Background: an optimization exercise with open tools, aiming at a short achievable clock period and few clock cycles. Do not read the settings as production practice.
RTL that was checked went through simulation tests only; none was proved equivalent to the original.
Power is estimated from default activity; no workload was simulated.

==> flow/design.v (excerpt) <==
module mipsPipe (
	input  logic clk,
	input  logic reset,
	output logic [32-1:0] imemAddr,
	input  logic [32-1:0] imemData,
	output logic [32-1:0] dmemAddr,
	output logic [32-1:0] dmemWdata,
	output logic dmemWe,
	input  logic [32-1:0] dmemRdata
);
Size in the first run: about 160 I/O pins, roughly 85000 sq um of cells after synthesis.
Settings: LEC_CHECK=0, ABC_CLOCK_PERIOD_IN_PS=2500, CAP_MARGIN=35, CORE_MARGIN=2, CORE_UTILIZATION=50, SETUP_SLACK_MARGIN=4.2, SLEW_MARGIN=35; clock period 7.0 ns.
standard.sh (not shown) runs the stock make flow with config.mk's settings and CLKGATE_MAP_FILE= SYNTH_SCRIPT=/design/flow/synth_recipe.tcl, a recipe that flattens the netlist after the stock synthesis.
==> flow/flow/run.sh <==
#!/bin/bash
# The standard layout, with extra rounds of timing repair after global routing
# (flow/post_grt.tcl). The whole make output goes to flow_make.log here.
set -euo pipefail
export POST_GLOBAL_ROUTE_TCL="$PWD/flow/post_grt.tcl"
bash standard.sh finish > flow_make.log 2>&1
==> flow/flow/post_grt.tcl <==
# More timing repair on global-route parasitics before detailed routing: each round repairs,
# legalizes the placement and reroutes what changed, as global_route.tcl does once.
set rounds 3
if {[info exists ::env(EXTRA_REPAIR_ROUNDS)]} { set rounds $::env(EXTRA_REPAIR_ROUNDS) }
for {set i 0} {$i < $rounds} {incr i} {
  log_cmd estimate_parasitics -global_routing
  puts "extra repair round $i: worst slack [sta::worst_slack_cmd max]"
  repair_timing_helper
  log_cmd global_route -start_incremental
  log_cmd detailed_placement
  log_cmd global_route -end_incremental
}
log_cmd estimate_parasitics -global_routing
puts "after extra repair rounds: worst slack [sta::worst_slack_cmd max]"
Rerun with:
- CORE_UTILIZATION: 50 -> 55
- SETUP_SLACK_MARGIN: 4.2 -> 4.0
Sequential share of layout area goes up by 0.67 points. Final area goes down by 1.4%. Final cell count goes down by 2.7%. Setup slack got worse by 68 ps. Register-to-register slack got worse by 70 ps. Power goes down by 1.9%. Die area goes down by 9.0%. Sequential cell count is unchanged. Clock skew goes up by 18 ps. Clock-buffer cell count goes up by 26. Routed wire length goes down by 3.8%.
Function was not checked in any run of this note: the RTL went through the layout flow alone.

========
Another version of the RTL of mipsPipe (not shown whole).
Size: about 4,600 cells after synthesis, ~1,600 flip-flops, ~0.074 mm2 of cells after synthesis.
Settings: LEC_CHECK=0, ABC_CLOCK_PERIOD_IN_PS=2500, CAP_MARGIN=35, CORE_MARGIN=2, CORE_UTILIZATION=40, SETUP_SLACK_MARGIN=4.3, SLEW_MARGIN=35; clock period 7.0 ns.
run.sh (not shown) runs the stock make flow with config.mk's settings and CLKGATE_MAP_FILE= SYNTH_SCRIPT=/design/flow/synth_recipe.tcl, a recipe that flattens the netlist after the stock synthesis.
Stock flow here: none of the scripts above is used.
Testbench counts at the start, summed over its fixed seeds: cycles 114,023.
Change:
- CORE_UTILIZATION: 40 -> 55
- SETUP_SLACK_MARGIN: 4.3 -> 4.0
What happened:
- The new run ran to the end with no violations
- clock-buffer cell count does not change
- register-to-register slack is about the same
- maximum frequency came out higher by 1.3%
- die area came out lower by about 27%
- area after synthesis does not change

========
job 6515:
Another version of the RTL of mipsPipe (not shown whole).
For scale: about 6600 cells after synthesis, about 2300 flip-flops, roughly 160 I/O pins, about 100000 um2 of cells after synthesis.
==> flow/config.mk <==
export PLATFORM = sky130hd
export DESIGN_NAME = mipsPipe
export DESIGN_NICKNAME = mipsPipe
export VERILOG_FILES = /design/flow/design.v
export SDC_FILE = /design/flow/constraint.sdc
export NUM_CORES = 4
export LEC_CHECK = 0
export ABC_CLOCK_PERIOD_IN_PS = 2500
export CAP_MARGIN = 35
export CORE_MARGIN = 2
export CORE_UTILIZATION = 50
export SETUP_SLACK_MARGIN = 4.2
export SLEW_MARGIN = 35
==> flow/constraint.sdc <==
create_clock -name core_clock -period 7.0 [get_ports {clk}]
set_input_delay 1.4000 -clock core_clock [delete_from_list [all_inputs] [get_ports {clk}]]
set_output_delay 1.4000 -clock core_clock [all_outputs]
set_load 0.01 [all_outputs]
standard.sh (not shown) runs the stock make flow with config.mk's settings and CLKGATE_MAP_FILE= SYNTH_SCRIPT=/design/flow/synth_recipe.tcl, a recipe that flattens the netlist after the stock synthesis.
Scripts as last shown in full above: flow/flow/run.sh, flow/flow/post_grt.tcl
Testbench counts of job 6515, summed over its fixed seeds: cycles 115,014.
diff inputs: job 6515 => job 9872
Settings: CORE_UTILIZATION changed from 50 to 55; SETUP_SLACK_MARGIN changed from 4.2 to 4.0.
### Flow results
- Per the comparison of job 9872 with job 6515, power share of the combinational group shrank by 1.7 points, first-pass GRT wire length grew by 4.7 mm, least setup slack across all paths after layout grew by 0.13 ns, area growth from synthesis to final layout shrank by 6.3 points, power per standard cell area grew by 5.5 nW/um2.
- Between job 9872 and job 6515, it is job 9872 whose cell area is lower, by about 5%.
- As far as async set or reset register ratio after synthesis goes, job 9872 and job 6515 are indistinguishable; the numbers are identical.
- The switching fraction of total power reported for job 9872 is smaller than that of job 6515 by 0.26 points.

-- static timing again, ports no longer ideal --
No port has a modelled driver above. Below, the same layouts with a new extraction and two added sets of constraints. Step 1 (the two cells are an assumption about what drives the block):
set clk [get_ports {clk}]
set_driving_cell -lib_cell sky130_fd_sc_hd__clkbuf_16 $clk
set_driving_cell -lib_cell sky130_fd_sc_hd__buf_2 [delete_from_list [all_inputs] $clk]
Step 2 times the ports against the registers' clock, not the clock port: input delays grow and output delays shrink by t, the midpoint of the rising clock arrivals with the driver on. Three values: no drivers, after step 1, after step 2; two values: the first two.
run | shift t [ns] | setup WS [ns] | worst setup path at the end | worst register clock-pin slew, ns
the first run of note 1 | 0.938 | 3.732 / 3.693 / 3.069 | input to register | 0.07 / 0.07
the second run of note 1 | 0.900 | 3.663 / 3.663 / 3.112 | input to register | 0.07 / 0.07
the first run of note 2 | 0.891 | 3.387 / 3.394 / 2.504 | input to register | 0.07 / 0.07
the second run of note 2 | 0.865 | 3.434 / 3.411 / 2.545 | input to register | 0.07 / 0.07
job 6515 | 0.952 | 3.599 / 3.491 / 2.539 | input to register | 0.07 / 0.07
job 9872 | 0.974 | 3.730 / 3.661 / 2.687 | input to register | 0.07 / 0.07
After both steps setup and hold are still met in every run listed. The setup slack of job 6515, which loses most, moves by -0.108 ns with the drivers and by -1.060 ns with both steps.
